Source: an optimization exercise on an open RTL-to-GDS flow (aim: small area, a short achievable clock period and few clock cycles). Production flows keep margins and buffers that such runs may drop.
At most, simulation tests tie the RTL to the original design; equivalence was not proved.
No functional check of the RTL was part of run 1.
Power and IR drop assume default switching activity.

File: design/flow/constraint.sdc
create_clock -name core_clock -period 6.0 [get_ports {i_clk}]
set_input_delay 1.2000 -clock core_clock [delete_from_list [all_inputs] [get_ports {i_clk}]]
set_output_delay 1.2000 -clock core_clock [all_outputs]
set_load 0.01 [all_outputs]
File: design/flow/design.v
package wpbp_pkg;
    localparam int MAX_RADIUS_DEF = 31;
    localparam int PROB_BITS_DEF  = 16;
    localparam int RADIUS_W   = 5;
    localparam int THRESH_RESET = 32768;
    localparam logic [RADIUS_W-1:0] RADIUS_RESET = 5'd2;
    localparam int CFG_IDX_W = 1;
    typedef enum logic [CFG_IDX_W-1:0] {
        CFG_THRESHOLD = 1'b0,
        CFG_RADIUS    = 1'b1
    } t_cfg_idx;
endpackage
module wpbp_cell #(
    parameter int PROB_BITS = wpbp_pkg::PROB_BITS_DEF,
    parameter bit CMP       = 1'b1
) (
    input  logic                 i_clk,
    input  logic [PROB_BITS-1:0] i_nb_key,
    input  logic [PROB_BITS-1:0] i_new_key,
    output logic [PROB_BITS-1:0] o_key,
    output logic                 o_gt
);
    localparam int LV = $clog2(PROB_BITS);
    localparam int NP = 1 << LV;
    logic [PROB_BITS-1:0] r_key;
    always_ff @(posedge i_clk) begin
        r_key <= i_nb_key;
    end
    assign o_key = r_key;
    logic [LV:0][NP-1:0] w_g;
    logic [LV:0][NP-1:0] w_p;
    for (genvar i = 0; i < NP; i++) begin : g_bit
        if (i < PROB_BITS) begin : g_in
            assign w_g[0][i] = i_new_key[i] && !r_key[i];
            assign w_p[0][i] = i_new_key[i] || !r_key[i];
        end else begin : g_pad
            assign w_g[0][i] = 1'b0;
            assign w_p[0][i] = 1'b1;
        end
    end
    for (genvar l = 0; l < LV; l++) begin : g_lvl
        for (genvar i = 0; i < (NP >> (l + 1)); i++) begin : g_node
            assign w_g[l+1][i] = w_g[l][2*i+1] || (w_p[l][2*i+1] && w_g[l][2*i]);
            assign w_p[l+1][i] = w_p[l][2*i+1] && w_p[l][2*i];
        end
        for (genvar i = (NP >> (l + 1)); i < NP; i++) begin : g_unused
            assign w_g[l+1][i] = 1'b0;
            assign w_p[l+1][i] = 1'b0;
        end
    end
    assign o_gt = CMP && w_g[LV][0];
endmodule
module windowed_peak_boundary_picker_core #(
    parameter int MAX_RADIUS = wpbp_pkg::MAX_RADIUS_DEF,
    parameter int PROB_BITS  = wpbp_pkg::PROB_BITS_DEF,
    localparam int CFG_W     = (PROB_BITS > wpbp_pkg::RADIUS_W) ? PROB_BITS
                                                                 : wpbp_pkg::RADIUS_W
) (
    input  logic                            i_clk,
    input  logic                            i_rst_n,
    input  logic                            i_cfg_we,
    input  logic [wpbp_pkg::CFG_IDX_W-1:0]  i_cfg_idx,
    input  logic [CFG_W-1:0]                i_cfg_data,
    input  logic                            i_in_valid,
    output logic                            o_in_stall,
    input  logic [PROB_BITS-1:0]            i_prob,
    input  logic                            i_barrier,
    input  logic                            i_valid_req,
    input  logic                            i_seq_last,
    output logic                            o_out_valid,
    input  logic                            i_out_stall,
    output logic                            o_boundary,
    output logic                            o_seq_end,
    output logic                            o_run_end
);
    localparam int NS = MAX_RADIUS;           
    localparam int NC = 10;  
    localparam int NG = (NS + NC - 1) / NC;   
    localparam int RW = wpbp_pkg::RADIUS_W;
    localparam int PW = PROB_BITS;
    localparam logic [RW-1:0] NONE = '1;      
    logic [PW-1:0] r_thresh;
    logic [RW-1:0] r_radius;
    logic [RW-1:0] w_radius_wr;
    assign w_radius_wr = (i_cfg_data[RW-1:0] > RW'(MAX_RADIUS)) ? RW'(MAX_RADIUS)
                                                                : i_cfg_data[RW-1:0];
    always_ff @(posedge i_clk) begin
        if (!i_rst_n) begin
            r_thresh <= PW'(wpbp_pkg::THRESH_RESET);
            r_radius <= wpbp_pkg::RADIUS_RESET;
        end else if (i_cfg_we) begin
            case (i_cfg_idx)
                wpbp_pkg::CFG_THRESHOLD: r_thresh <= i_cfg_data[PW-1:0];
                wpbp_pkg::CFG_RADIUS:    r_radius <= w_radius_wr;
                default:                 r_thresh <= r_thresh;
            endcase
        end
    end
    logic          r_hold;                    
    logic          r_stall;                   
    logic          w_en;
    logic          w_acc, w_top;
    logic [PW-1:0] w_key;
    logic [RW-1:0] r_lim;                     
    logic [RW-1:0] r_tidx;                    
    logic [RW-1:0] r_rot;                     
    logic          r_pass;                    
    logic          r_abad, r_acb;             
    logic          b_v, b_top, b_pass, b_last, b_rel, b_blk;
    logic [NC-1:0] b_lok;
    logic          b_abad, b_acb;
    logic [RW-1:0] b_lim;
    logic          c_v, c_top;
    logic [RW-1:0] c_s;
    logic          q0_v, q1_v;
    logic [RW-1:0] q0_rem, q1_rem;
    logic          q0_hv, q1_hv;
    logic [RW-1:0] q0_hit, q1_hit;
    logic          q0_seq, q1_seq;
    logic          o_v, o_b, o_se, o_re;
    assign w_en = !r_hold;
    assign w_acc = i_in_valid && !r_stall;
    assign w_top = !i_valid_req || i_barrier;
    assign w_key = i_prob | {PW{w_top}};
    logic [NS:0][PW-1:0] w_k;
    logic [NS-1:0] w_gt;
    logic [NC-1:0] w_lok;
    assign w_k[0]  = w_acc ? w_key : w_k[NS];
    for (genvar j = 0; j < NS; j++) begin : g_slot
        wpbp_cell #(
            .PROB_BITS (PW),
            .CMP       (j < NC)
        ) u_slot (
            .i_clk     (i_clk),
            .i_nb_key  (w_k[j]),
            .i_new_key (i_prob),
            .o_key     (w_k[j+1]),
            .o_gt      (w_gt[j])
        );
    end
    for (genvar j = 0; j < NC; j++) begin : g_lok
        assign w_lok[j] = (RW'(j) >= r_lim) || w_gt[j];
    end
    logic w_need, w_pstart, w_gather, w_grp_bad, w_grp_cb;
    always_comb begin
        w_grp_bad = 1'b0;
        w_grp_cb  = 1'b0;
        for (int g = 1; g < NG; g++) begin
            if (r_rot == RW'(NS - g * NC)) begin
                for (int j = 0; j < NC; j++) begin
                    if (g * NC + j < NS) begin
                        if ((RW'(g * NC + j) < r_lim) && !w_gt[j]) w_grp_bad = 1'b1;
                        if ((c_s == RW'(g * NC + j)) && w_gt[j])   w_grp_cb  = 1'b1;
                    end
                end
            end
        end
    end
    assign w_need   = (r_lim > RW'(NC));
    assign w_pstart = !r_pass && i_in_valid && w_need && !b_v && (r_rot == RW'(1));
    assign w_gather = r_pass || w_pstart;
    always_ff @(posedge i_clk) begin
        if (!i_rst_n || w_acc || !i_in_valid) begin
            r_pass <= 1'b0;
        end else if (w_pstart) begin
            r_pass <= 1'b1;
        end
    end
    always_ff @(posedge i_clk) begin
        if (w_pstart) begin
            r_abad <= w_grp_bad;
            r_acb  <= w_grp_cb;
        end else if (w_gather) begin
            r_abad <= r_abad || w_grp_bad;
            r_acb  <= r_acb  || w_grp_cb;
        end
    end
    always_ff @(posedge i_clk) begin
        if (!i_rst_n) begin
            r_lim  <= '0;
            r_tidx <= NONE;
        end else if (w_acc) begin
            if (i_seq_last) begin
                r_lim  <= '0;
                r_tidx <= NONE;
            end else begin
                r_lim  <= (r_lim >= r_radius) ? r_radius : r_lim + RW'(1);
                r_tidx <= w_top ? '0 : (r_tidx == NONE) ? NONE : r_tidx + RW'(1);
            end
        end
    end
    always_ff @(posedge i_clk) begin
        if (!i_rst_n) begin
            r_rot <= '0;
        end else if (w_acc || r_rot == RW'(NS - 1)) begin
            r_rot <= '0;
        end else begin
            r_rot <= r_rot + RW'(1);
        end
    end
    always_ff @(posedge i_clk) begin
        if (!i_rst_n) begin
            b_v <= 1'b0;
        end else if (w_en) begin
            b_v <= w_acc;
        end
    end
    always_ff @(posedge i_clk) begin
        if (w_en) begin
            b_top  <= w_top;
            b_pass <= i_valid_req && (i_barrier || (i_prob >= r_thresh));
            b_last <= i_seq_last;
            b_rel  <= (r_lim == r_radius);
            b_blk  <= (r_tidx < r_lim);
            b_lok  <= w_lok;
            b_abad <= r_pass && r_abad;
            b_acb  <= r_pass && r_acb;
            b_lim  <= r_lim;
        end
    end
    logic          w_left_ok, w_newc, w_beaten, w_alive, w_r0, w_relc;
    logic          w_ev, w_push;
    logic [RW-1:0] w_ev_rem, w_ev_hit;
    logic          w_ev_hv, w_ev_seq;
    assign w_r0      = (r_radius == '0);
    assign w_left_ok = b_top ? !b_blk : (&b_lok && !b_abad);
    assign w_newc    = b_pass && w_left_ok;
    assign w_beaten  = b_top ? !c_top : (c_s < RW'(NC)) ? b_lok[c_s] : b_acb;
    assign w_alive   = c_v && !w_beaten;
    assign w_relc    = w_alive && (c_s == r_radius - RW'(1));
    assign w_ev      = b_v && (b_last || b_rel);
    assign w_push    = w_en && w_ev;
    always_comb begin
        if (b_last) begin
            w_ev_rem = b_lim;
            w_ev_hv  = w_newc || w_alive;
            w_ev_hit = w_newc ? '0 : c_s + RW'(1);
            w_ev_seq = 1'b1;
        end else begin
            w_ev_rem = '0;
            w_ev_hv  = w_r0 ? w_newc : w_relc;
            w_ev_hit = '0;
            w_ev_seq = 1'b0;
        end
    end
    always_ff @(posedge i_clk) begin
        if (!i_rst_n) begin
            c_v <= 1'b0;
        end else if (w_en && b_v) begin
            if (b_last) begin
                c_v <= 1'b0;
            end else if (w_newc && !w_r0) begin
                c_v <= 1'b1;
            end else if (!(w_alive && !w_relc)) begin
                c_v <= 1'b0;
            end
        end
    end
    always_ff @(posedge i_clk) begin
        if (w_en && b_v) begin
            if (w_newc) begin
                c_s   <= '0;
                c_top <= b_top;
            end else begin
                c_s   <= c_s + RW'(1);
            end
        end
    end
    logic w_out_free, w_emit, w_pop, w_to_q0;
    logic n_q0_v, n_q1_v;
    assign w_out_free = !o_v || !i_out_stall;
    assign w_emit     = q0_v && w_out_free;
    assign w_pop      = w_emit && (q0_rem == '0);
    assign w_to_q0    = !q0_v || (w_pop && !q1_v);
    always_comb begin
        n_q0_v = q0_v;
        n_q1_v = q1_v;
        if (w_pop) begin
            n_q0_v = q1_v;
            n_q1_v = 1'b0;
        end
        if (w_push) begin
            if (w_to_q0) n_q0_v = 1'b1;
            else         n_q1_v = 1'b1;
        end
    end
    always_ff @(posedge i_clk) begin
        if (!i_rst_n) begin
            q0_v <= 1'b0;
            q1_v <= 1'b0;
        end else begin
            q0_v <= n_q0_v;
            q1_v <= n_q1_v;
        end
    end
    always_ff @(posedge i_clk) begin
        if (w_push && w_to_q0) begin
            q0_rem <= w_ev_rem;
            q0_hv  <= w_ev_hv;
            q0_hit <= w_ev_hit;
            q0_seq <= w_ev_seq;
        end else if (w_pop) begin
            q0_rem <= q1_rem;
            q0_hv  <= q1_hv;
            q0_hit <= q1_hit;
            q0_seq <= q1_seq;
        end else if (w_emit) begin
            q0_rem <= q0_rem - RW'(1);
        end
        if (w_push && !w_to_q0) begin
            q1_rem <= w_ev_rem;
            q1_hv  <= w_ev_hv;
            q1_hit <= w_ev_hit;
            q1_seq <= w_ev_seq;
        end
    end
    logic n_b_v, n_b_ev, n_hold, n_aligned, n_need, n_pass;
    logic [RW-1:0] n_lim;
    assign n_b_v     = w_en ? w_acc : b_v;
    assign n_b_ev    = w_en ? (i_seq_last || (r_lim == r_radius)) : (b_last || b_rel);
    assign n_hold    = n_b_v && n_b_ev && n_q1_v;
    assign n_aligned = w_acc ? 1'b1 : (r_lim == '0) || (r_rot == RW'(NS - 1));
    assign n_lim     = !w_acc ? r_lim :
                       i_seq_last ? '0 :
                       (r_lim >= r_radius) ? r_radius : r_lim + RW'(1);
    assign n_need    = (n_lim > RW'(NC));
    assign n_pass    = !w_acc && i_in_valid && (r_pass || w_pstart);
    always_ff @(posedge i_clk) begin
        if (!i_rst_n) begin
            r_hold  <= 1'b0;
            r_stall <= 1'b0;
        end else begin
            r_hold  <= n_hold;
            r_stall <= n_hold || !n_aligned || (n_need && !n_pass);
        end
    end
    always_ff @(posedge i_clk) begin
        if (!i_rst_n) begin
            o_v <= 1'b0;
        end else if (w_out_free) begin
            o_v <= q0_v;
        end
    end
    always_ff @(posedge i_clk) begin
        if (w_emit) begin
            o_b  <= q0_hv && (q0_rem == q0_hit);
            o_re <= (q0_rem == '0);
            o_se <= q0_seq && (q0_rem == '0);
        end
    end
    assign o_in_stall  = r_stall;
    assign o_out_valid = o_v;
    assign o_boundary  = o_b;
    assign o_seq_end   = o_se;
    assign o_run_end   = o_re;
endmodule
File: design/flow/config.mk
export PLATFORM = sky130hd
export DESIGN_NAME = windowed_peak_boundary_picker_core
export DESIGN_NICKNAME = windowed_peak_boundary_picker_core
export VERILOG_FILES = /design/flow/design.v
export SDC_FILE = /design/flow/constraint.sdc
export NUM_CORES = 4
export LEC_CHECK = 0
export ABC_AREA = 1
export CAP_MARGIN = 20
export CORE_MARGIN = 2
export CORE_UTILIZATION = 40
export CTS_CLUSTER_DIAMETER = 120
export CTS_CLUSTER_SIZE = 24
export SETUP_SLACK_MARGIN = 3.8
export SLEW_MARGIN = 20
File: design/flow/run.sh
#!/bin/bash
# synth_recipe.tcl (not shown) runs the flow's synth.tcl, then flattens the netlist and writes it again
# the make line also repeats each setting of config.mk as NAME=value (left out here)
make -C /OpenROAD-flow-scripts/flow DESIGN_CONFIG=/design/flow/config.mk WORK_HOME=/design/flow/orfs CLKGATE_MAP_FILE= SYNTH_SCRIPT=/design/flow/synth_recipe.tcl finish
==> results.sh, run 1 <==
export IMPL_run_status="no timing/DRC/antenna violations"
export IMPL_post_route_min_period_ns=2.38
export IMPL_num_antenna_cells=0
export IMPL_average_routed_wire_per_standard_cell_um=15.8
export IMPL_power_leakage_nw=9.56
export IMPL_synth_avg_cell_area_um2=10.0
export IMPL_reg_to_reg_slack_setup_ns=3.83
export IMPL_critical_path_slowest_cell="sky130_fd_sc_hd__o211ai_1"
export IMPL_largest_vdd_supply_drop_uv=265
export IMPL_setup_violations=0
export IMPL_cts_root_buf="sky130_fd_sc_hd__clkbuf_16"
export IMPL_drive_gt1_share_pct=16.6
export IMPL_route_final_wire_length_um=41100
export IMPL_floorplan_die_height_um=220
export IMPL_number_of_global_route_vias_before_repair=11774
export IMPL_timing_final_max_slew_violations=0
export IMPL_r2r_end="r_abad$_DFFE_PP_"
export IMPL_fillCellCount=4270
export IMPL_cts_hold_buf=0
export IMPL_postSynthNetCount=1949
export IMPL_rsz0062_at_grt="true"
export IMPL_hold_path_class="reg -> reg"
export IMPL_crit_fanout=7
export IMPL_path_buf_inv=3
export IMPL_path_depth=13
export IMPL_gr_usage_all_layers_pct=16.5
export IMPL_r2r_start="r_lim[2]$_SDFF_PN0_"
export IMPL_drt_vias_per_instance=4.80
export IMPL_detail_route_iter0_violations=912
export IMPL_chipWidth_um=220
export IMPL_grt_overflow_total=0
export IMPL_number_of_antenna_violations_at_the_first_check_in_global_routing=0
export IMPL_post_route_drc_count=0
export IMPL_synth_enable_flop_cells=57
export IMPL_power_per_cell_area_nw_per_um2=377
export IMPL_tightest_slew_ns=0.914
export IMPL_cts_num_sinks=597
export IMPL_max_slew_margin_pct=39.0
export IMPL_mappedNetlistArea_um2=18700
export IMPL_largest_net_degree_at_the_start_of_global_routing=30
export IMPL_synth_async_sr_flop_share_pct=0
export IMPL_tritoncts="yes"
export IMPL_ys_flop_type="sky130_fd_sc_hd__dfxtp_1"
export IMPL_number_of_port_buffers=45
export IMPL_post_route_clock_skew_ns=0.0273
export IMPL_crit_required_ns=6.36
export IMPL_yosysWarningCount=3
export IMPL_cts_buffer_depth=3
export IMPL_h_tree_depth=1
export IMPL_finalNonFillerCells=2596
export IMPL_critical_path_endpoint_type="flop"
export IMPL_floorplan_core_area_um2=46400
export IMPL_worst_skew_pair_late_latency_ns=0.60
export IMPL_gp_congestion=0.901
export IMPL_timing_max_cap_violations=0
export IMPL_drtAntennaViolNets=0
export IMPL_cp_startpoint="i_prob[3]"
export IMPL_place_detailed_instances=2482
export IMPL_area_delta_synth_final_pct=17.4
export IMPL_setup_tns_ns=0
export IMPL_final_total_pwr_mw=8.27
export IMPL_hold_worst_slack_ns=0.320
export IMPL_final_hold_viol_count=0
export IMPL_ioPinCount=46
export IMPL_num_nets_final=2064
export IMPL_startpoint_type="input port"
export IMPL_fmax_mhz=421
export IMPL_cp_data_arrival_time_ns=2.74
export IMPL_crit_type="in -> reg"
export IMPL_synth_cells=1869
export IMPL_clk_transition_reported_paths_ns=0.11
export IMPL_worst_setup_path_endpoint="r_abad$_DFFE_PP_"
export IMPL_detail_route_first_pass_iterations=7
export IMPL_initial_standard_cell_utilization_of_the_core_pct=40.3
export IMPL_die_ar_um2=48500
export IMPL_timing_critical_path_slowest_cell_delay_ns=0.29
export IMPL_detailedPlacementHpwl_um=27800
export IMPL_delay_heaviest_family_cp="simple AND/OR/NAND/NOR gates"
export IMPL_via_count=12473
export IMPL_cell_by_cell_trace_of_the_critical_path="buf_12 -> clkinvlp_4 -> buf_4 -> o211ai_1 -> nand2_1 -> nand2_2 -> nand2_2 -> nand2_2 -> nor2_1 -> nor2_1 -> nand3_1 -> nand2_1 -> nand3_2"
export IMPL_min_period_over_period_pct=39.6
export IMPL_seq_total_area_yosys_pct=67.0
export IMPL_core_rowCount=79
export IMPL_yosys_register_bits=597
export IMPL_cts_inserted_buffers=28
export IMPL_yosysUniqueCellTypes=54
export IMPL_worst_path_most_repeated_cell="sky130_fd_sc_hd__nand2_2"
export IMPL_rr_worst_depth=10
export IMPL_grt_first_pass_wirelength_um=62800
[power breakdown]
part	switching (mW)	total, mW	internal [mW]
sequential	0.330	5.08	4.75
combinational	0.710	1.16	0.452
clock	1.16	2.03	0.874
total	2.20	8.27	6.07
[registers in the layout, indices dropped and copies added, names as in the netlist, 5 cells and up]
signal and flops:
r_radius 5, b_lim 5, q0_rem 5, g_slot.u_slot.r_key 496, r_rot 5, c_s 5, q1_hit 5, q1_rem 5
q0_hit 5, r_tidx 5, r_lim 5, r_thresh 16, b_lok 10
[metal layers]
layer	vias up	share of wire, %	track usage (%)	wire length, µm
li1	6270	-	-	-
met1	5828	47	22.8	19400
met2	299	45	26.5	18300
met3	76	5.3	2.91	2180
met4	0	3.1	5.26	1260
met5	-	0	0	0
[Yosys cell counts, drive strengths merged (17+ instances only)]
master	instances	area, µm²
a21oi	79	410
a31oi	25	156
buf	27	204
dfxtp	540	10800
edfxtp	57	1710
ha	39	488
inv	207	777
nand2	387	1470
nand3	77	395
nor2	165	642
o21ai	108	559
o22ai	39	244
or2	17	106
[cell type report]
| cell class | count | area (µm²) | area share [%] |
|---|---|---|---|
| Clock buffer | 34 | 744 | 3.39 |
| Clock inverter | 1 | 5.00 | 0.0228 |
| Inverter | 209 | 917 | 4.18 |
| Multi-Input combinational cell | 1024 | 5770 | 26.3 |
| Sequential cell | 597 | 12500 | 57.2 |
| Tap cell | 607 | 759 | 3.46 |
| Timing Repair Buffer | 111 | 1100 | 5.04 |
| Timing Repair inverter | 13 | 93.8 | 0.428 |
[worst min-delay path by stage]
stage,start,end,slack (ns),cells past startpoint
2_1_floorplan,g_slot[10].u_slot.r_key[0]$_DFF_P_,g_slot[11].u_slot.r_key[0]$_DFF_P_,0.31,0
3_3_place_gp,g_slot[28].u_slot.r_key[8]$_DFF_P_,g_slot[29].u_slot.r_key[8]$_DFF_P_,0.31,0
3_5_place_dp,g_slot[14].u_slot.r_key[10]$_DFF_P_,g_slot[15].u_slot.r_key[10]$_DFF_P_,0.31,0
4_1_cts,g_slot[23].u_slot.r_key[0]$_DFF_P_,g_slot[24].u_slot.r_key[0]$_DFF_P_,0.32,0
5_1_grt,g_slot[14].u_slot.r_key[7]$_DFF_P_,g_slot[15].u_slot.r_key[7]$_DFF_P_,0.33,0
6_report,g_slot[14].u_slot.r_key[7]$_DFF_P_,g_slot[15].u_slot.r_key[7]$_DFF_P_,0.32,0
[repair_timing]
action / CTS / global route
setup buffers: 40 / 23
gates cloned: 10 / 6
pin swaps: 32 / 55
gates resized for setup: 232 / 112
setup endpoints to repair: 90 / 37
[stage by stage]
step	util [%]	setup slack, ns	cell area [µm²]
floorplan	-	3.42	19000
global route	47.3	3.55	21900
CTS	46.1	3.67	21400
finish	47.3	3.62	21900
detailed placement	42.9	1.95	19900
global placement	42.9	1.98	19900
[kinds of logic after synthesis]
| logic type | Yosys count | share of synthesized area [%] |
|---|---|---|
| AND/OR/NAND/NOR | 682 | 15.2 |
| buffers and inverters | 249 | 5.55 |
| AO/OA/AOI/OAI | 286 | 8.91 |
| adder cells (fa/ha/maj) | 39 | 2.61 |
| flip-flops | 597 | 67.0 |
| XOR/XNOR | 16 | 0.750 |
[placed cells by master, fill, tap and decap left out, types with 38 or more instances in the layout]
master                       n
sky130_fd_sc_hd__nand2_1   328
sky130_fd_sc_hd__inv_1     176
sky130_fd_sc_hd__nand3_1    60
sky130_fd_sc_hd__a21oi_1    61
sky130_fd_sc_hd__edfxtp_1   57
sky130_fd_sc_hd__dfxtp_1   531
sky130_fd_sc_hd__nor2_1    139
sky130_fd_sc_hd__buf_4      58
sky130_fd_sc_hd__o21ai_0    76
sky130_fd_sc_hd__o22ai_1    38
sky130_fd_sc_hd__nand2_2    44
==> inputs of run 2 (changes only) <==
--- a/design/flow/design.v
+++ b/design/flow/design.v
@@ -75,5 +75,5 @@
 );
     localparam int NS = MAX_RADIUS;           
-    localparam int NC = 10;  
+    localparam int NC = (MAX_RADIUS < 16) ? MAX_RADIUS : 16;  
     localparam int NG = (NS + NC - 1) / NC;   
     localparam int RW = wpbp_pkg::RADIUS_W;
@@ -142,14 +142,14 @@
         assign w_lok[j] = (RW'(j) >= r_lim) || w_gt[j];
     end
-    logic w_need, w_pstart, w_gather, w_grp_bad, w_grp_cb;
+    logic w_need, w_pstart, w_grp_bad, w_grp_cb;
     always_comb begin
         w_grp_bad = 1'b0;
         w_grp_cb  = 1'b0;
         for (int g = 1; g < NG; g++) begin
-            if (r_rot == RW'(NS - g * NC)) begin
+            if (r_rot == RW'(NS - g * NC + 1)) begin
                 for (int j = 0; j < NC; j++) begin
                     if (g * NC + j < NS) begin
-                        if ((RW'(g * NC + j) < r_lim) && !w_gt[j]) w_grp_bad = 1'b1;
-                        if ((c_s == RW'(g * NC + j)) && w_gt[j])   w_grp_cb  = 1'b1;
+                        if ((RW'(g * NC + j) < r_lim) && !b_lok[j]) w_grp_bad = 1'b1;
+                        if ((c_s == RW'(g * NC + j)) && b_lok[j])   w_grp_cb  = 1'b1;
                     end
                 end
@@ -159,5 +159,4 @@
     assign w_need   = (r_lim > RW'(NC));
     assign w_pstart = !r_pass && i_in_valid && w_need && !b_v && (r_rot == RW'(1));
-    assign w_gather = r_pass || w_pstart;
     always_ff @(posedge i_clk) begin
         if (!i_rst_n || w_acc || !i_in_valid) begin
@@ -169,7 +168,7 @@
     always_ff @(posedge i_clk) begin
         if (w_pstart) begin
-            r_abad <= w_grp_bad;
-            r_acb  <= w_grp_cb;
-        end else if (w_gather) begin
+            r_abad <= 1'b0;
+            r_acb  <= 1'b0;
+        end else if (r_pass) begin
             r_abad <= r_abad || w_grp_bad;
             r_acb  <= r_acb  || w_grp_cb;
==> run 2 against run 1 <==
- cell area up 3.9%
- non-clock buffer count down 6
- via count up 14%
- sequential share of layout area down 1.5 points
- count of clock-buffer cells in the layout up 6
- hold slack about the same
- largest cell class unchanged
- register-to-register slack worse by 0.05 ns
- core utilization down 0.87 points
==> results.sh, run 2 <==
export IMPL_largest_reg_flops=496
export IMPL_detail_route_first_pass_iterations=5
export IMPL_fillCellCount=4716
export IMPL_grt_first_pass_wirelength_um=75600
export IMPL_delay_heaviest_family_cp="flip-flops"
export IMPL_post_route_worst_setup_slack_ns=3.69
export IMPL_tightest_slew_ns=0.739
export IMPL_power_leakage_nw=9.86
export IMPL_detail_route_iter0_violations=1095
export IMPL_cts_root_buf="sky130_fd_sc_hd__clkbuf_16"
export IMPL_gp_congestion=0.934
export IMPL_timing_critical_path_slowest_cell_delay_ns=0.37
export IMPL_timing_final_max_slew_violations=0
export IMPL_synth_compound_area_share_pct=12.8
export IMPL_number_of_port_buffers=45
export IMPL_largest_net_degree_at_the_start_of_global_routing=36
export IMPL_crit_required_ns=4.80
export IMPL_synth_area_leader_cell="sky130_fd_sc_hd__dfxtp_1"
export IMPL_worst_skew_pair_late_latency_ns=0.62
export IMPL_max_slew_margin_pct=50.2
export IMPL_chipWidth_um=227
export IMPL_post_route_drc_count=0
export IMPL_die_ar_um2=51600
export IMPL_power_per_cell_area_nw_per_um2=367
export IMPL_synth_avg_cell_area_um2=9.54
export IMPL_top_regs="g_slot.u_slot.r_key: 496 flops, b_lok: 16 flops, r_thresh: 16 flops"
export IMPL_floorplan_core_area_um2=49100
export IMPL_yosys_register_bits=603
export IMPL_drt_vias_per_instance=5.02
export IMPL_seq_total_area_yosys_pct=63.6
export IMPL_worst_setup_path_endpoint="o_seq_end"
export IMPL_startpoint_type="flop"
export IMPL_post_route_clock_skew_ns=0.0273
export IMPL_run_status="no timing/DRC/antenna violations"
export IMPL_crit_fanout=1
export IMPL_cell_by_cell_trace_of_the_critical_path="buf_2"
export IMPL_num_nets_final=2246
export IMPL_layout_commonest_cell="sky130_fd_sc_hd__dfxtp_1"
export IMPL_setup_tns_ns=0
export IMPL_setup_violations=0
export IMPL_grt_met2_usage_pct=29.1
export IMPL_critical_path_endpoint_type="primary output"
export IMPL_cp_startpoint="o_se$_DFFE_PP_"
export IMPL_h_tree_depth=1
export IMPL_cts_num_sinks=603
export IMPL_path_buf_inv=1
export IMPL_synth_xor_xnor_area_share_pct=0.653
export IMPL_synth_area_mux_share_pct=0
export IMPL_cts_inserted_buffers=29
export IMPL_num_antenna_cells=0
export IMPL_yosysWarningCount=3
export IMPL_synth_async_sr_flop_share_pct=0
export IMPL_combinational_family_with_the_most_area_after_synthesis="simple AND/OR/NAND/NOR gates"
export IMPL_ys_flop_type="sky130_fd_sc_hd__dfxtp_1"
export IMPL_post_route_min_period_ns=2.31
export IMPL_place_detailed_instances=2741
export IMPL_synth_most_common_cell="sky130_fd_sc_hd__dfxtp_1"
export IMPL_area_delta_synth_final_pct=14.3
export IMPL_synth_simple_gate_area_share_pct=14.5
export IMPL_synth_enable_flop_cells=61
export IMPL_number_of_antenna_violations_at_the_first_check_in_global_routing=0
export IMPL_dpl_worst_slack_ns=1.59
export IMPL_core_rowCount=81
export IMPL_largest_vdd_supply_drop_uv=226
export IMPL_fin_util_pct=46.4
export IMPL_ioPinCount=46
export IMPL_fmax_mhz=434
export IMPL_cp_data_arrival_time_ns=1.11
export IMPL_cts_buffer_depth=3
export IMPL_floorplan_die_height_um=227
export IMPL_synth_cells=2090
export IMPL_path_depth=1
export IMPL_finalNonFillerCells=2841
export IMPL_reg_to_reg_slack_setup_ns=3.78
export IMPL_critical_path_slowest_cell="sky130_fd_sc_hd__edfxtp_1"
export IMPL_r2r_end="b_lok[10]$_DFFE_PN_"
export IMPL_top_post_synthesis_cells_by_count="542 x sky130_fd_sc_hd__dfxtp_1, 410 x sky130_fd_sc_hd__nand2_1, 234 x sky130_fd_sc_hd__inv_1"
export IMPL_final_hold_viol_count=0
export IMPL_rsz0062_at_grt="true"
export IMPL_hold_worst_slack_ns=0.320
export IMPL_gr_usage_all_layers_pct=18.9
export IMPL_mappedNetlistArea_um2=19900
export IMPL_final_total_pwr_mw=8.36
export IMPL_hold_path_class="reg -> reg"
export IMPL_route_final_wire_length_um=49200
export IMPL_r2r_start="r_lim[3]$_SDFF_PN0_"
export IMPL_clk_transition_reported_paths_ns=0.09
export IMPL_tritoncts="yes"
export IMPL_grt_overflow_total=0
export IMPL_crit_type="reg -> out"
export IMPL_register_ranked_first_by_flip_flop_count="g_slot.u_slot.r_key"
export IMPL_drtAntennaViolNets=0
export IMPL_synth_top_cells_by_area="sky130_fd_sc_hd__dfxtp_1 54%, sky130_fd_sc_hd__edfxtp_1 9.2%, sky130_fd_sc_hd__nand2_1 7.7%, sky130_fd_sc_hd__inv_1 4.4%, sky130_fd_sc_hd__o21ai_0 3.7%"
export IMPL_timing_max_cap_violations=0
export IMPL_drive_gt1_share_pct=11.5
export IMPL_rr_worst_depth=4
export IMPL_placement_cell_area_um2=21000
export IMPL_layout_cell_area_non_filler_um2=22800
export IMPL_min_period_over_period_pct=38.4
export IMPL_adder_cell_share_of_the_synthesized_area_pct=2.45
export IMPL_cts_hold_buf=0
export IMPL_number_of_global_route_vias_before_repair=13434
export IMPL_detailedPlacementHpwl_um=32700
export IMPL_via_count=14260
export IMPL_grtUsageMet1_pct=26.7
export IMPL_initial_standard_cell_utilization_of_the_core_pct=40.6
export IMPL_average_routed_wire_per_standard_cell_um=17.3
export IMPL_grt_met3_usage_pct=3.36
export IMPL_layout_common_cells="535 x sky130_fd_sc_hd__dfxtp_1, 397 x sky130_fd_sc_hd__nand2_1, 221 x sky130_fd_sc_hd__inv_1"
export IMPL_yosysUniqueCellTypes=52
export IMPL_postSynthNetCount=2170
export IMPL_synthDominantCellAreaShare_pct=54.4
export IMPL_gr_max_usage_layer="met2"
## run 2: changes by cell type after synthesis, sizes merged, moves of 11 or more
| cell | delta |
|---|---|
| a21oi | +61 |
| a31oi | -21 |
| clkbuf | +27 |
| inv | +29 |
| nand2 | +27 |
| nand3 | +37 |
| nor2 | -53 |
| o211ai | +23 |
| o21ai | +42 |
| o21bai | +12 |
| o221ai | +11 |
| o22ai | +15 |
## run 2: worst min path at each step
stage / startpoint / to / slack [ns] / cells after the start
6_report: g_slot[23].u_slot.r_key[11]$_DFF_P_ / g_slot[24].u_slot.r_key[11]$_DFF_P_ / 0.32 / 0
5_1_grt: g_slot[23].u_slot.r_key[11]$_DFF_P_ / g_slot[24].u_slot.r_key[11]$_DFF_P_ / 0.31 / 0
4_1_cts: g_slot[23].u_slot.r_key[11]$_DFF_P_ / g_slot[24].u_slot.r_key[11]$_DFF_P_ / 0.32 / 0
3_5_place_dp: g_slot[16].u_slot.r_key[3]$_DFF_P_ / g_slot[17].u_slot.r_key[3]$_DFF_P_ / 0.31 / 0
3_3_place_gp: g_slot[23].u_slot.r_key[5]$_DFF_P_ / g_slot[24].u_slot.r_key[5]$_DFF_P_ / 0.31 / 0
2_1_floorplan: g_slot[16].u_slot.r_key[0]$_DFF_P_ / g_slot[17].u_slot.r_key[0]$_DFF_P_ / 0.31 / 0
## run 2: timing repair
item                       in CTS  in global routing
gates resized for setup       179                 59
setup endpoints to repair     107                 43
pin swaps                      12                  5
buffers inserted               40                  8
hold endpoints to repair        0                  0
cloned                          9                  1
## run 2: cells by family (layout without fill, tap and decap cells)
logic type / count (synthesis) / count (layout)
compound gates: 437 / 437
fa+ha+maj: 39 / 39
xor+xnor: 14 / 14
buf+inv: 307 / 393
simple gates: 690 / 691
flops: 603 / 603
## run 2: area by class of cell
type                    instances  area [µm²]  share of cell area, %
well taps                     664         831                   3.65
clock inverters                 2        38.8                  0.170
clock buffers                  40         767                   3.37
flip-flops and latches        603       12700                   55.7
repair buffers                105        1010                   4.43
repair inverters                7        52.6                  0.231
inverters                     239         955                   4.19
multi-input cells            1181        6430                   28.2
## run 2: power breakdown
group | switching, mW | internal, mW | total [mW]
combinational | 0.742 | 0.451 | 1.19
clock | 1.24 | 0.903 | 2.14
sequential | 0.347 | 4.68 | 5.03
## run 2: metal layers
metal | vias to the layer above | part of all wire, %
li1 | 7028 | -
met1 | 6694 | 47
met2 | 441 | 43
met3 | 97 | 6.5
met4 | 0 | 3.7
met5 | - | 0
Testbench counts of run 2, summed over its fixed seeds: cycles 32,550.
==> inputs of run 3 (changes only) <==
--- a/design/flow/design.v
+++ b/design/flow/design.v
@@ -75,5 +75,5 @@
 );
     localparam int NS = MAX_RADIUS;           
-    localparam int NC = (MAX_RADIUS < 16) ? MAX_RADIUS : 16;  
+    localparam int NC = 10;  
     localparam int NG = (NS + NC - 1) / NC;   
     localparam int RW = wpbp_pkg::RADIUS_W;
==> run 3 against run 2 <==
- setup slack improved by 0.0025 ns
- sequential share of layout area rose by 4.2 points
- wire length fell by 22%
- register-to-register slack improved by 0.05 ns
- area after synthesis fell by 8.1%
- critical path type unchanged
==> results.sh, run 3 <==
export IMPL_synthDominantCellAreaShare_pct=59.2
export IMPL_clk_transition_reported_paths_ns=0.10
export IMPL_largest_vdd_supply_drop_uv=267
export IMPL_cts_root_buf="sky130_fd_sc_hd__clkbuf_16"
export IMPL_power_per_cell_area_nw_per_um2=385
export IMPL_cell_by_cell_trace_of_the_critical_path="buf_2"
export IMPL_detail_route_iter0_violations=822
export IMPL_top_regs="g_slot.u_slot.r_key: 496 flops, r_thresh: 16 flops, b_lok: 10 flops"
export IMPL_h_tree_depth=1
export IMPL_placement_cell_area_um2=19600
export IMPL_route_final_wire_length_um=38500
export IMPL_place_detailed_instances=2374
export IMPL_yosysUniqueCellTypes=46
export IMPL_num_antenna_cells=0
export IMPL_synth_most_common_cell="sky130_fd_sc_hd__dfxtp_1"
export IMPL_crit_type="reg -> out"
export IMPL_tritoncts="yes"
export IMPL_post_route_drc_count=0
export IMPL_timing_critical_path_slowest_cell_delay_ns=0.37
export IMPL_chipWidth_um=218
export IMPL_cp_data_arrival_time_ns=1.10
export IMPL_number_of_port_buffers=45
export IMPL_cts_inserted_buffers=28
export IMPL_detailedPlacementHpwl_um=25600
export IMPL_seq_total_area_yosys_pct=68.2
export IMPL_worst_skew_pair_late_latency_ns=0.60
export IMPL_floorplan_core_area_um2=45300
export IMPL_gr_usage_all_layers_pct=16.1
export IMPL_core_rowCount=78
export IMPL_run_status="no timing/DRC/antenna violations"
export IMPL_synth_top_cells_by_area="sky130_fd_sc_hd__dfxtp_1 59%, sky130_fd_sc_hd__edfxtp_1 9.0%, sky130_fd_sc_hd__nand2_1 6.9%, sky130_fd_sc_hd__inv_1 3.9%, sky130_fd_sc_hd__o21ai_0 3.1%"
export IMPL_ioPinCount=46
export IMPL_power_leakage_nw=8.99
export IMPL_number_of_global_route_vias_before_repair=11389
export IMPL_hold_path_class="reg -> reg"
export IMPL_crit_fanout=1
export IMPL_detail_route_first_pass_iterations=5
export IMPL_floorplan_die_height_um=218
export IMPL_critical_path_slowest_cell="sky130_fd_sc_hd__edfxtp_1"
export IMPL_cts_hold_buf=0
export IMPL_layout_cell_area_non_filler_um2=20900
export IMPL_ys_flop_type="sky130_fd_sc_hd__dfxtp_1"
export IMPL_crit_required_ns=4.80
export IMPL_area_delta_synth_final_pct=13.9
export IMPL_via_count=12010
export IMPL_initial_standard_cell_utilization_of_the_core_pct=40.5
export IMPL_timing_max_cap_violations=0
export IMPL_yosys_register_bits=597
export IMPL_path_buf_inv=1
export IMPL_cts_num_sinks=597
export IMPL_max_slew_margin_pct=32.2
export IMPL_drtAntennaViolNets=0
export IMPL_average_routed_wire_per_standard_cell_um=15.6
export IMPL_startpoint_type="flop"
export IMPL_synth_avg_cell_area_um2=10.3
export IMPL_post_route_min_period_ns=2.30
export IMPL_delay_heaviest_family_cp="flip-flops"
export IMPL_drive_gt1_share_pct=11.3
export IMPL_tightest_slew_ns=1.02
export IMPL_gp_congestion=0.862
export IMPL_layout_common_cells="536 x sky130_fd_sc_hd__dfxtp_1, 329 x sky130_fd_sc_hd__nand2_1, 171 x sky130_fd_sc_hd__inv_1"
export IMPL_cts_buffer_depth=3
export IMPL_yosysWarningCount=3
export IMPL_timing_final_max_slew_violations=0
export IMPL_postSynthNetCount=1858
export IMPL_die_ar_um2=47500
export IMPL_fmax_mhz=434
export IMPL_setup_tns_ns=0
export IMPL_final_hold_viol_count=0
export IMPL_min_period_over_period_pct=38.4
export IMPL_number_of_antenna_violations_at_the_first_check_in_global_routing=0
export IMPL_register_ranked_first_by_flip_flop_count="g_slot.u_slot.r_key"
export IMPL_post_route_clock_skew_ns=0.0188
export IMPL_largest_reg_flops=496
export IMPL_largest_net_degree_at_the_start_of_global_routing=27
export IMPL_layout_commonest_cell="sky130_fd_sc_hd__dfxtp_1"
export IMPL_grt_overflow_total=0
export IMPL_rsz0062_at_grt="true"
export IMPL_mappedNetlistArea_um2=18300
export IMPL_setup_violations=0
export IMPL_top_post_synthesis_cells_by_count="542 x sky130_fd_sc_hd__dfxtp_1, 336 x sky130_fd_sc_hd__nand2_1, 188 x sky130_fd_sc_hd__inv_1"
export IMPL_synth_cells=1777
export IMPL_grt_first_pass_wirelength_um=60600
export IMPL_synth_area_leader_cell="sky130_fd_sc_hd__dfxtp_1"
export IMPL_finalNonFillerCells=2470
export IMPL_drt_vias_per_instance=4.86
export IMPL_num_nets_final=1944
export IMPL_critical_path_endpoint_type="primary output"
export IMPL_synth_enable_flop_cells=55
export IMPL_synth_async_sr_flop_share_pct=0
-- run 3: path summary, 6_finish.rpt --
kind                                       start                                  end  slack (ns)  cells after the start
max                                o_b$_DFFE_PP_                           o_boundary        3.70                      1
min          g_slot[23].u_slot.r_key[15]$_DFF_P_  g_slot[24].u_slot.r_key[15]$_DFF_P_        0.32                      0
max reg2reg                  r_lim[1]$_SDFF_PN0_                   r_stall$_SDFF_PN0_        3.83                     14
min reg2reg  g_slot[23].u_slot.r_key[15]$_DFF_P_  g_slot[24].u_slot.r_key[15]$_DFF_P_        0.32                      0
-- run 3: layer usage --
layer / wire length (µm) / part of all wire, % / track usage (%) / vias up
met5: 0 / 0 / 0 / -
met4: 1110 / 2.9 / 5.01 / 0
met3: 2280 / 5.9 / 2.72 / 68
met2: 16900 / 44 / 25.5 / 313
met1: 18300 / 47 / 22.5 / 5646
li1: - / - / - / 5983
-- run 3: cell families (layout without fill, tap and decap cells) --
kind of cell	after synthesis	count (layout)	share of synthesized area (%)
flip-flops	597	597	68.2
AO/OA/AOI/OAI	330	330	10.4
multiplexers	1	1	0.0546
AND/OR/NAND/NOR	539	542	12.4
adder cells (fa/ha/maj)	40	40	2.73
XOR/XNOR	16	16	0.765
buffers and inverters	254	344	5.43
-- run 3: repair_timing --
action                                  in CTS  in global routing
pin swaps                                    4                  6
setup buffers                               26                 19
gates cloned                                12                  2
endpoints found under the setup margin     106                 50
resized for setup                          113                 40
-- run 3: area by class of cell --
class                   instances  area (µm²)
clock buffers                  36         741
well taps                     600         751
repair buffers                 90         756
fillers                      4232       24400
clock inverters                 1        16.3
repair inverters               11        78.8
flip-flops and latches        597       12500
multi-input cells             929        5170
inverters                     206         850
-- run 3: power by group --
| part | internal, mW | switching, mW |
|---|---|---|
| Sequential | 4.72 | 0.339 |
| Combinational | 0.364 | 0.570 |
| Clock | 0.869 | 1.17 |
| Total | 5.95 | 2.08 |
-- run 3: stage by stage --
step	utilization, %	hold WS, ns	setup WS [ns]	total power, mW
2_1_floorplan	-	0.310	3.71	5.64
3_3_place_gp	43.2	0.310	2.36	5.96
3_5_place_dp	43.2	0.312	2.35	5.99
4_1_cts	45.7	0.320	3.59	8.06
5_1_grt	46.1	0.326	3.64	8.45
6_report	46.1	0.318	3.70	8.03
Testbench counts of run 3, summed over its fixed seeds: cycles 32,550.
==> inputs of run 4 (changes only) <==
--- a/design/flow/design.v
+++ b/design/flow/design.v
@@ -346,4 +346,8 @@
             o_re <= (q0_rem == '0);
             o_se <= q0_seq && (q0_rem == '0);
+        end else begin
+            o_b  <= o_b  && o_v && i_out_stall;
+            o_re <= o_re && o_v && i_out_stall;
+            o_se <= o_se && o_v && i_out_stall;
         end
     end
==> run 4 against run 3 <==
- register-to-register slack improved by 0.04 ns
- via count about the same
- wire length increased by 2.0%
==> results.sh, run 4 <==
export IMPL_post_route_clock_skew_ns=0.0191
export IMPL_place_detailed_instances=2373
export IMPL_detail_route_iter0_violations=803
export IMPL_path_buf_inv=1
export IMPL_num_nets_final=1938
export IMPL_placement_cell_area_um2=19400
export IMPL_number_of_global_route_vias_before_repair=11609
export IMPL_chipWidth_um=218
export IMPL_seq_total_area_yosys_pct=68.0
export IMPL_grt_met3_usage_pct=2.56
export IMPL_grt_first_pass_wirelength_um=62600
export IMPL_power_leakage_nw=8.89
export IMPL_ioPinCount=46
export IMPL_synth_area_mux_share_pct=0
export IMPL_combinational_family_with_the_most_area_after_synthesis="simple AND/OR/NAND/NOR gates"
export IMPL_yosys_register_bits=597
export IMPL_number_of_antenna_violations_at_the_first_check_in_global_routing=2
export IMPL_crit_type="reg -> out"
export IMPL_fmax_mhz=435
export IMPL_largest_vdd_supply_drop_uv=279
export IMPL_area_delta_synth_final_pct=12.8
export IMPL_synth_most_common_cell="sky130_fd_sc_hd__dfxtp_1"
export IMPL_yosysUniqueCellTypes=45
export IMPL_route_final_wire_length_um=39300
export IMPL_register_ranked_first_by_flip_flop_count="g_slot.u_slot.r_key"
export IMPL_crit_fanout=2
export IMPL_yosysWarningCount=3
export IMPL_startpoint_type="flop"
export IMPL_synth_xor_xnor_area_share_pct=0.811
export IMPL_average_routed_wire_per_standard_cell_um=15.9
export IMPL_hold_path_class="reg -> reg"
export IMPL_initial_standard_cell_utilization_of_the_core_pct=40.4
export IMPL_setup_tns_ns=0
export IMPL_dpl_worst_slack_ns=2.44
export IMPL_synth_simple_gate_area_share_pct=12.7
export IMPL_die_ar_um2=47600
export IMPL_cts_num_sinks=597
export IMPL_cts_buffer_depth=3
export IMPL_max_slew_margin_pct=35.1
export IMPL_fillCellCount=4264
export IMPL_setup_violations=0
export IMPL_largest_net_degree_at_the_start_of_global_routing=27
export IMPL_layout_common_cells="536 x sky130_fd_sc_hd__dfxtp_1, 325 x sky130_fd_sc_hd__nand2_1, 171 x sky130_fd_sc_hd__inv_1"
export IMPL_post_route_worst_setup_slack_ns=3.70
export IMPL_finalNonFillerCells=2465
export IMPL_synth_top_cells_by_area="sky130_fd_sc_hd__dfxtp_1 59%, sky130_fd_sc_hd__edfxtp_1 8.5%, sky130_fd_sc_hd__nand2_1 6.7%, sky130_fd_sc_hd__inv_1 3.9%, sky130_fd_sc_hd__o21ai_0 3.1%"
export IMPL_gp_congestion=0.877
export IMPL_cell_by_cell_trace_of_the_critical_path="buf_6"
export IMPL_top_regs="g_slot.u_slot.r_key: 496 flops, r_thresh: 16 flops, b_lok: 10 flops"
export IMPL_grt_met2_usage_pct=25.9
export IMPL_tritoncts="yes"
export IMPL_largest_reg_flops=496
export IMPL_synth_async_sr_flop_share_pct=0
export IMPL_power_per_cell_area_nw_per_um2=386
export IMPL_min_period_over_period_pct=38.4
export IMPL_drtAntennaViolNets=0
export IMPL_grtUsageMet1_pct=23.2
export IMPL_drive_gt1_share_pct=11.0
export IMPL_synth_avg_cell_area_um2=10.3
export IMPL_hold_worst_slack_ns=0.318
export IMPL_cp_data_arrival_time_ns=1.10
export IMPL_clk_transition_reported_paths_ns=0.10
export IMPL_adder_cell_share_of_the_synthesized_area_pct=2.73
export IMPL_post_route_drc_count=0
export IMPL_post_route_min_period_ns=2.30
export IMPL_fin_util_pct=45.6
export IMPL_synthDominantCellAreaShare_pct=59.4
export IMPL_mappedNetlistArea_um2=18400
export IMPL_timing_critical_path_slowest_cell_delay_ns=0.38
export IMPL_floorplan_die_height_um=218
export IMPL_number_of_port_buffers=45
export IMPL_critical_path_endpoint_type="primary output"
export IMPL_worst_skew_pair_late_latency_ns=0.60
export IMPL_gr_max_usage_layer="met2"
export IMPL_critical_path_slowest_cell="sky130_fd_sc_hd__dfxtp_4"
export IMPL_grt_overflow_total=0
export IMPL_synth_compound_area_share_pct=10.4
export IMPL_timing_max_cap_violations=0
export IMPL_timing_final_max_slew_violations=0
export IMPL_crit_required_ns=4.80
export IMPL_detail_route_first_pass_iterations=6
export IMPL_floorplan_core_area_um2=45400
export IMPL_layout_cell_area_non_filler_um2=20700
export IMPL_postSynthNetCount=1858
export IMPL_top_post_synthesis_cells_by_count="545 x sky130_fd_sc_hd__dfxtp_1, 329 x sky130_fd_sc_hd__nand2_1, 190 x sky130_fd_sc_hd__inv_1"
export IMPL_cts_inserted_buffers=28
export IMPL_ys_flop_type="sky130_fd_sc_hd__dfxtp_1"
export IMPL_core_rowCount=78
export IMPL_final_total_pwr_mw=8.00
export IMPL_tightest_slew_ns=0.973
export IMPL_cts_root_buf="sky130_fd_sc_hd__clkbuf_16"
export IMPL_rsz0062_at_grt="true"
export IMPL_synth_cells=1777
export IMPL_detailedPlacementHpwl_um=26300
export IMPL_run_status="no timing/DRC/antenna violations"
export IMPL_final_hold_viol_count=0
export IMPL_synth_enable_flop_cells=52
export IMPL_delay_heaviest_family_cp="flip-flops"
export IMPL_drt_vias_per_instance=4.87
export IMPL_gr_usage_all_layers_pct=16.5
export IMPL_synth_area_leader_cell="sky130_fd_sc_hd__dfxtp_1"
export IMPL_via_count=12003
export IMPL_layout_commonest_cell="sky130_fd_sc_hd__dfxtp_1"
export IMPL_h_tree_depth=1
export IMPL_cts_hold_buf=0
==> run 4: cell count changes after synthesis, sizes merged, moves of 6 or more <==
cell / delta
buf: +7
nand3: +8
o21ai: -10
inv: -6
clkbuf: -6
==> run 4: power breakdown <==
group / leakage [nW] / internal (mW) / switching (mW)
combinational: 3.44 / 0.350 / 0.582
clock: 0.364 / 0.856 / 1.16
sequential: 5.08 / 4.72 / 0.329
==> run 4: final cells by class <==
class	instances	area, µm²	area share, %
Timing Repair inverter	18	121	0.586
Sequential cell	597	12500	60.3
Tap cell	600	751	3.63
Antenna cell	1	2.50	0.0121
Multi-Input combinational cell	936	5110	24.7
Timing Repair Buffer	79	677	3.27
Clock buffer	35	727	3.51
Inverter	197	806	3.89
Clock inverter	2	21.3	0.103
==> run 4: cell families (layout without fill, tap and decap cells) <==
logic type | after synthesis | count (layout)
AOI/OAI and AO/OA | 328 | 328
xor gates and xnor gates | 17 | 17
adders and majority gates | 40 | 40
buffers and inverters | 246 | 331
DFF | 597 | 597
other | 0 | 1
and+or+nand+nor | 549 | 551
==> run 4: worst paths after layout <==
| path | from | depth (start not counted) | end | slack, ns |
|---|---|---|---|---|
| max | r_stall$_SDFF_PN0_ | 1 | o_in_stall | 3.70 |
| min | g_slot[29].u_slot.r_key[1]$_DFF_P_ | 0 | g_slot[30].u_slot.r_key[1]$_DFF_P_ | 0.32 |
| max reg2reg | r_lim[0]$_SDFF_PN0_ | 15 | r_stall$_SDFF_PN0_ | 3.87 |
| min reg2reg | g_slot[29].u_slot.r_key[1]$_DFF_P_ | 0 | g_slot[30].u_slot.r_key[1]$_DFF_P_ | 0.32 |
==> run 4: metal layers <==
| metal | wire length [µm] | vias to the layer above | share of wire, % |
|---|---|---|---|
| met3 | 2090 | 63 | 5.3 |
| met5 | 0 | - | 0 |
| met4 | 1260 | 0 | 3.2 |
| met2 | 17100 | 308 | 44 |
| met1 | 18800 | 5645 | 48 |
| li1 | - | 5987 | - |
==> run 4: what timing repair did <==
action / CTS / global route
setup buffers: 23 / 11
resized for setup: 129 / 45
setup endpoints to repair: 105 / 45
pin swaps: 4 / 8
cloned: 15 / 5
Testbench counts of run 4, summed over its fixed seeds: cycles 32,550.
==> inputs of run 5 (changes only) <==
--- a/design/flow/config.mk
+++ b/design/flow/config.mk
@@ -9,7 +9,8 @@
 export CAP_MARGIN = 20
 export CORE_MARGIN = 2
-export CORE_UTILIZATION = 40
+export CORE_UTILIZATION = 60
 export CTS_CLUSTER_DIAMETER = 120
 export CTS_CLUSTER_SIZE = 24
+export PLACE_DENSITY = 0.7
 export SETUP_SLACK_MARGIN = 3.8
 export SLEW_MARGIN = 20
==> run 5 against run 4 <==
- sequential cell count is the same
- area after synthesis is the same
- cell count shrank 8.0%
- combinational power shrank 0.5%
- cell area shrank 0.80%
- hold slack lost 0.00096 ns
- sequential power is essentially flat
- clock power is essentially flat
- synthesized cell count is the same
- setup slack gained 0.042 ns
- die area shrank 33%
- critical endpoint unchanged
- largest power group unchanged
- highest routed layer unchanged
==> results.sh, run 5 <==
export IMPL_seq_total_area_yosys_pct=68.0
export IMPL_synth_top_cells_by_area="sky130_fd_sc_hd__dfxtp_1 59%, sky130_fd_sc_hd__edfxtp_1 8.5%, sky130_fd_sc_hd__nand2_1 6.7%, sky130_fd_sc_hd__inv_1 3.9%, sky130_fd_sc_hd__o21ai_0 3.1%"
export IMPL_startpoint_type="flop"
export IMPL_synthDominantCellAreaShare_pct=59.4
export IMPL_ioPinCount=46
export IMPL_dpl_worst_slack_ns=2.41
export IMPL_tritoncts="yes"
export IMPL_hold_path_class="reg -> reg"
export IMPL_floorplan_die_height_um=179
export IMPL_chipWidth_um=179
export IMPL_detail_route_iter0_violations=1201
export IMPL_drt_vias_per_instance=5.34
export IMPL_clk_transition_reported_paths_ns=0.10
export IMPL_power_leakage_nw=8.92
export IMPL_crit_required_ns=4.80
export IMPL_number_of_global_route_vias_before_repair=11315
export IMPL_yosys_register_bits=597
export IMPL_hold_worst_slack_ns=0.317
export IMPL_largest_net_degree_at_the_start_of_global_routing=27
export IMPL_drive_gt1_share_pct=11.3
export IMPL_ys_flop_type="sky130_fd_sc_hd__dfxtp_1"
export IMPL_num_antenna_cells=0
export IMPL_worst_skew_pair_late_latency_ns=0.58
export IMPL_layout_common_cells="536 x sky130_fd_sc_hd__dfxtp_1, 322 x sky130_fd_sc_hd__nand2_1, 171 x sky130_fd_sc_hd__inv_1"
export IMPL_delay_heaviest_family_cp="flip-flops"
export IMPL_grt_first_pass_wirelength_um=58500
export IMPL_placement_cell_area_um2=19100
export IMPL_postSynthNetCount=1858
export IMPL_max_slew_margin_pct=36.7
export IMPL_h_tree_depth=1
export IMPL_gp_congestion=0.897
export IMPL_crit_type="reg -> out"
export IMPL_min_period_over_period_pct=37.6
export IMPL_cts_buffer_depth=3
export IMPL_sequential_cell_area_um2=12500
export IMPL_gr_usage_all_layers_pct=23.2
export IMPL_largest_vdd_supply_drop_uv=292
export IMPL_post_route_min_period_ns=2.26
export IMPL_route_final_wire_length_um=37400
export IMPL_fillCellCount=2330
export IMPL_synth_enable_flop_cells=52
export IMPL_register_ranked_first_by_flip_flop_count="g_slot.u_slot.r_key"
export IMPL_run_status="no timing/DRC/antenna violations"
export IMPL_area_delta_synth_final_pct=11.9
export IMPL_setup_violations=0
export IMPL_top_post_synthesis_cells_by_count="545 x sky130_fd_sc_hd__dfxtp_1, 329 x sky130_fd_sc_hd__nand2_1, 190 x sky130_fd_sc_hd__inv_1"
export IMPL_rsz0062_at_grt="true"
export IMPL_core_rowCount=64
export IMPL_die_ar_um2=32000
export IMPL_setup_tns_ns=0
export IMPL_critical_path_slowest_cell="sky130_fd_sc_hd__dfxtp_4"
export IMPL_cts_inserted_buffers=28
export IMPL_finalNonFillerCells=2267
export IMPL_via_count=12112
export IMPL_synth_avg_cell_area_um2=10.3
export IMPL_post_route_worst_setup_slack_ns=3.74
export IMPL_number_of_port_buffers=45
export IMPL_timing_critical_path_slowest_cell_delay_ns=0.37
export IMPL_final_total_pwr_mw=7.99
export IMPL_cts_hold_buf=0
export IMPL_fmax_mhz=443
export IMPL_yosysUniqueCellTypes=45
export IMPL_place_detailed_instances=2169
export IMPL_path_buf_inv=1
export IMPL_synth_area_leader_cell="sky130_fd_sc_hd__dfxtp_1"
export IMPL_post_route_drc_count=0
export IMPL_initial_standard_cell_utilization_of_the_core_pct=60.5
export IMPL_post_route_clock_skew_ns=0.0202
export IMPL_cts_num_sinks=597
export IMPL_layout_commonest_cell="sky130_fd_sc_hd__dfxtp_1"
export IMPL_crit_fanout=2
export IMPL_multi_input_comb_area_um2=5120
export IMPL_top_regs="g_slot.u_slot.r_key: 496 flops, r_thresh: 16 flops, b_lok: 10 flops"
export IMPL_grt_overflow_total=0
export IMPL_num_nets_final=1945
export IMPL_yosysWarningCount=3
export IMPL_layout_cell_area_non_filler_um2=20500
export IMPL_average_routed_wire_per_standard_cell_um=16.5
export IMPL_timing_max_cap_violations=0
export IMPL_tightest_slew_ns=0.949
export IMPL_synth_most_common_cell="sky130_fd_sc_hd__dfxtp_1"
export IMPL_detailedPlacementHpwl_um=24200
export IMPL_fin_util_pct=67.7
export IMPL_cts_root_buf="sky130_fd_sc_hd__clkbuf_16"
export IMPL_synth_async_sr_flop_share_pct=0
export IMPL_floorplan_core_area_um2=30300
export IMPL_final_hold_viol_count=0
export IMPL_synth_cells=1777
export IMPL_timing_final_max_slew_violations=0
export IMPL_detail_route_first_pass_iterations=5
export IMPL_mappedNetlistArea_um2=18400
export IMPL_power_per_cell_area_nw_per_um2=389
export IMPL_number_of_antenna_violations_at_the_first_check_in_global_routing=0
export IMPL_critical_path_endpoint_type="primary output"
export IMPL_drtAntennaViolNets=0
export IMPL_cell_by_cell_trace_of_the_critical_path="buf_6"
export IMPL_largest_reg_flops=496
export IMPL_cp_data_arrival_time_ns=1.06
-- run 5: final timing paths --
path         cells after the start  slack [ns]                                start                                   to
max                              1        3.74                   r_stall$_SDFF_PN0_                           o_in_stall
min                              0        0.32  g_slot[13].u_slot.r_key[14]$_DFF_P_  g_slot[14].u_slot.r_key[14]$_DFF_P_
max reg2reg                     12        3.85                  q0_rem[0]$_DFFE_PP_                  q1_hit[2]$_DFFE_PP_
min reg2reg                      0        0.32  g_slot[13].u_slot.r_key[14]$_DFF_P_  g_slot[14].u_slot.r_key[14]$_DFF_P_
-- run 5: layout make-up --
class                   instances  share of cell area (%)
flip-flops and latches        597                    60.8
multi-input cells             937                    24.9
inverters                     197                    3.94
repair buffers                 87                    3.72
clock buffers                  36                    3.66
well taps                     396                    2.41
repair inverters               16                   0.500
clock inverters                 1                  0.0244
-- run 5: cell families (layout without fill, tap and decap cells) --
logic type / after synthesis / after routing / share of synthesized area [%]
adder cells (fa/ha/maj): 40 / 40 / 2.73
flip-flops: 597 / 597 / 68.0
AND/OR/NAND/NOR: 549 / 552 / 12.7
AO/OA/AOI/OAI: 328 / 328 / 10.4
XOR/XNOR: 17 / 17 / 0.811
buffers and inverters: 246 / 337 / 5.40
-- run 5: power breakdown --
group / switching, mW / internal (mW) / total, mW
Sequential: 0.328 / 4.72 / 5.04
Combinational: 0.576 / 0.351 / 0.927
Clock: 1.14 / 0.878 / 2.02
Total: 2.05 / 5.95 / 7.99
-- run 5: what timing repair did --
item / in CTS / in global routing
cloned: 14 / 6
pin swaps: 3 / 13
endpoints found under the hold margin: 0 / 0
setup buffers: 21 / 20
endpoints found under the setup margin: 105 / 70
gates resized for setup: 126 / 50
-- run 5: layer usage --
layer | GRT usage [%] | part of all wire, % | vias to the layer above
met5 | 0 | 0 | -
met4 | 8.67 | 3.8 | 0
met3 | 3.35 | 6.4 | 86
met2 | 35.5 | 43 | 430
met1 | 33.6 | 47 | 5596
li1 | - | - | 6000
==> inputs of run 6 (changes only) <==
--- a/design/flow/config.mk
+++ b/design/flow/config.mk
@@ -13,4 +13,4 @@
 export CTS_CLUSTER_SIZE = 24
 export PLACE_DENSITY = 0.7
-export SETUP_SLACK_MARGIN = 3.8
+export SETUP_SLACK_MARGIN = 3.7
 export SLEW_MARGIN = 20
==> run 6 against run 5 <==
- still clean on timing, DRC and antenna
- setup slack got worse by 0.040 ns
- cell count down 0.40%
- synthesized cell count unchanged
- count of clock-buffer cells in the layout is 2 higher
- critical endpoint is now r_stall$_SDFF_PN0_
- largest cell class unchanged
- largest power group unchanged
==> results.sh, run 6 <==
export IMPL_run_status="no timing/DRC/antenna violations"
export IMPL_postSynthNetCount=1858
export IMPL_cts_root_buf="sky130_fd_sc_hd__clkbuf_16"
export IMPL_setup_violations=0
export IMPL_synth_area_mux_share_pct=0
export IMPL_synth_simple_gate_area_share_pct=12.7
export IMPL_synth_top_cells_by_area="sky130_fd_sc_hd__dfxtp_1 59%, sky130_fd_sc_hd__edfxtp_1 8.5%, sky130_fd_sc_hd__nand2_1 6.7%, sky130_fd_sc_hd__inv_1 3.9%, sky130_fd_sc_hd__o21ai_0 3.1%"
export IMPL_grt_overflow_total=0
export IMPL_top_post_synthesis_cells_by_count="545 x sky130_fd_sc_hd__dfxtp_1, 329 x sky130_fd_sc_hd__nand2_1, 190 x sky130_fd_sc_hd__inv_1"
export IMPL_post_route_clock_skew_ns=0.0242
export IMPL_synth_xor_xnor_area_share_pct=0.811
export IMPL_tritoncts="yes"
export IMPL_largest_vdd_supply_drop_uv=338
export IMPL_grt_met2_usage_pct=38.6
export IMPL_detail_route_iter0_violations=1019
export IMPL_yosysUniqueCellTypes=45
export IMPL_final_total_pwr_mw=7.98
export IMPL_gr_max_usage_layer="met2"
export IMPL_seq_total_area_yosys_pct=68.0
export IMPL_tightest_slew_ns=0.614
export IMPL_sequential_cell_area_um2=12500
export IMPL_cp_startpoint="i_in_valid"
export IMPL_synth_compound_area_share_pct=10.4
export IMPL_synth_area_leader_cell="sky130_fd_sc_hd__dfxtp_1"
export IMPL_chipWidth_um=179
export IMPL_final_hold_viol_count=0
export IMPL_cp_data_arrival_time_ns=2.81
export IMPL_multi_input_comb_area_um2=5030
export IMPL_rsz0062_at_grt="true"
export IMPL_timing_final_max_slew_violations=0
export IMPL_floorplan_die_height_um=179
export IMPL_timing_critical_path_slowest_cell_delay_ns=0.49
export IMPL_fin_util_pct=67.0
export IMPL_mappedNetlistArea_um2=18400
export IMPL_synth_async_sr_flop_share_pct=0
export IMPL_grt_met3_usage_pct=2.95
export IMPL_register_ranked_first_by_flip_flop_count="g_slot.u_slot.r_key"
export IMPL_route_final_wire_length_um=38400
export IMPL_critical_path_endpoint_type="flop"
export IMPL_combinational_family_with_the_most_area_after_synthesis="simple AND/OR/NAND/NOR gates"
export IMPL_layout_common_cells="536 x sky130_fd_sc_hd__dfxtp_1, 325 x sky130_fd_sc_hd__nand2_1, 172 x sky130_fd_sc_hd__inv_1"
export IMPL_power_per_cell_area_nw_per_um2=392
export IMPL_fillCellCount=2362
export IMPL_area_delta_synth_final_pct=10.9
export IMPL_number_of_antenna_violations_at_the_first_check_in_global_routing=1
export IMPL_cts_num_sinks=597
export IMPL_min_delay_start="g_slot[26].u_slot.r_key[4]$_DFF_P_"
export IMPL_cts_buffer_depth=3
export IMPL_synth_most_common_cell="sky130_fd_sc_hd__dfxtp_1"
export IMPL_ioPinCount=46
export IMPL_detail_route_first_pass_iterations=7
export IMPL_r2r_start="r_hold$_SDFF_PN0_"
export IMPL_synth_avg_cell_area_um2=10.3
export IMPL_floorplan_core_area_um2=30300
export IMPL_number_of_port_buffers=45
export IMPL_initial_standard_cell_utilization_of_the_core_pct=60.5
export IMPL_worst_skew_pair_late_latency_ns=0.59
export IMPL_timing_max_cap_violations=0
export IMPL_gp_congestion=0.897
export IMPL_synth_cells=1777
export IMPL_hold_path_class="reg -> reg"
export IMPL_layout_commonest_cell="sky130_fd_sc_hd__dfxtp_1"
export IMPL_core_rowCount=64
export IMPL_yosysWarningCount=3
export IMPL_drive_gt1_share_pct=9.89
export IMPL_max_slew_margin_pct=59.0
export IMPL_cts_inserted_buffers=28
export IMPL_clk_transition_reported_paths_ns=0.10
export IMPL_critical_path_slowest_cell="sky130_fd_sc_hd__clkdlybuf4s50_1"
export IMPL_num_nets_final=1933
export IMPL_min_period_over_period_pct=38.3
export IMPL_grt_first_pass_wirelength_um=60500
export IMPL_adder_cell_share_of_the_synthesized_area_pct=2.73
export IMPL_largest_net_degree_at_the_start_of_global_routing=27
export IMPL_power_leakage_nw=8.85
export IMPL_via_count=12142
export IMPL_fmax_mhz=435
export IMPL_post_route_drc_count=0
export IMPL_detailedPlacementHpwl_um=25300
export IMPL_h_tree_depth=1
export IMPL_yosys_register_bits=597
export IMPL_startpoint_type="input port"
export IMPL_top_regs="g_slot.u_slot.r_key: 496 flops, r_thresh: 16 flops, b_lok: 10 flops"
export IMPL_drt_vias_per_instance=5.38
export IMPL_gr_usage_all_layers_pct=24.3
export IMPL_post_route_min_period_ns=2.30
export IMPL_cell_by_cell_trace_of_the_critical_path="clkdlybuf4s50_1 -> inv_2 -> nor2_4 -> buf_8 -> o21ai_0 -> a211oi_1 -> nand2_1 -> o21a_1 -> a21oi_1"
export IMPL_grtUsageMet1_pct=33.7
export IMPL_crit_required_ns=6.51
export IMPL_largest_reg_flops=496
export IMPL_average_routed_wire_per_standard_cell_um=17.0
export IMPL_crit_fanout=3
export IMPL_setup_tns_ns=0
export IMPL_synthDominantCellAreaShare_pct=59.4
export IMPL_synth_enable_flop_cells=52
export IMPL_crit_type="in -> reg"
export IMPL_drtAntennaViolNets=0
export IMPL_die_ar_um2=32000
export IMPL_number_of_global_route_vias_before_repair=11441
export IMPL_ys_flop_type="sky130_fd_sc_hd__dfxtp_1"
## run 6: cell counts after synthesis
No cell type changed its count.
## run 6: per-layer routing
layer	wire length, µm	up-vias
met2	17100	424
met5	0	-
met1	17400	5631
met3	2210	104
li1	-	5983
met4	1660	0
## run 6: final cells by class
type | instances | area share [%]
Sequential cell | 597 | 61.4
Multi-Input combinational cell | 936 | 24.7
Inverter | 197 | 3.97
Clock buffer | 38 | 3.73
Timing Repair Buffer | 74 | 3.09
Tap cell | 396 | 2.44
Timing Repair inverter | 18 | 0.609
Clock inverter | 1 | 0.0246
Antenna cell | 1 | 0.0123
## run 6: final timing paths
path	end	slack [ns]	depth (start not counted)
hold / removal	g_slot[27].u_slot.r_key[4]$_DFF_P_	0.32	0
setup / recovery	r_stall$_SDFF_PN0_	3.70	9
hold reg to reg	g_slot[27].u_slot.r_key[4]$_DFF_P_	0.32	0
setup reg to reg	q1_rem[1]$_DFFE_PP_	3.80	5
## run 6: repair_timing
item,in CTS,in global routing
gates resized for setup,103,36
buffers inserted,20,8
endpoints found under the setup margin,104,38
gates cloned,18,2
hold buffers,0,0
pin swaps,3,3
## run 6: stage by stage
step	cells	cell area (µm²)	hold slack (ns)	setup slack [ns]
floorplan	1777	18400	0.310	3.64
global placement	2169	19100	0.310	2.49
detailed placement	2169	19100	0.312	2.47
CTS	2246	20300	0.327	3.66
global route	2258	20300	0.327	3.58
finish	2258	20300	0.322	3.70
## run 6: cells by family after synthesis
logic type,count (synthesis)
AOI/OAI and AO/OA,328
and+or+nand+nor,549
xor gates and xnor gates,17
adders and majority gates,40
buffers and inverters,246
DFF,597
## run 6: power by group
part	switching [mW]	internal [mW]	total, mW
sequential	0.338	4.72	5.05
clock	1.14	0.882	2.02
combinational	0.568	0.336	0.905
total	2.05	5.93	7.98
## run 6: worst max-delay path, delay by kind of cell
kind / cells / cell delay (ns)
simple gates: 2 / 0.34
compound gates: 4 / 0.57
buf+inv: 3 / 0.69

## afterwards: timing with drivers on the ports
The flow's constraints put no driver on any port. The routed layouts listed below were extracted and timed again, unchanged, in two steps.
Step 1 sets driving cells, clkbuf_16 on the clock port and buf_2 on the other inputs (assumed; they add their load-dependent delay and slew).
Step 2 times the ports against the registers' clock, not the clock port: input delays grow and output delays shrink by t, the midpoint of the rising clock arrivals with the driver on.
Three values: no drivers, after step 1, after step 2; two values: the first two.
run | shift t [ns] | setup WS [ns]
run 1 | 0.635 | 3.623 / 3.613 / 2.978
run 2 | 0.656 | 3.694 / 3.639 / 3.182
run 3 | 0.639 | 3.696 / 3.643 / 3.184
run 4 | 0.635 | 3.699 / 3.648 / 3.185
run 5 | 0.612 | 3.741 / 3.693 / 3.226
run 6 | 0.629 | 3.701 / 3.673 / 3.081
After both steps every run listed still meets setup and hold.
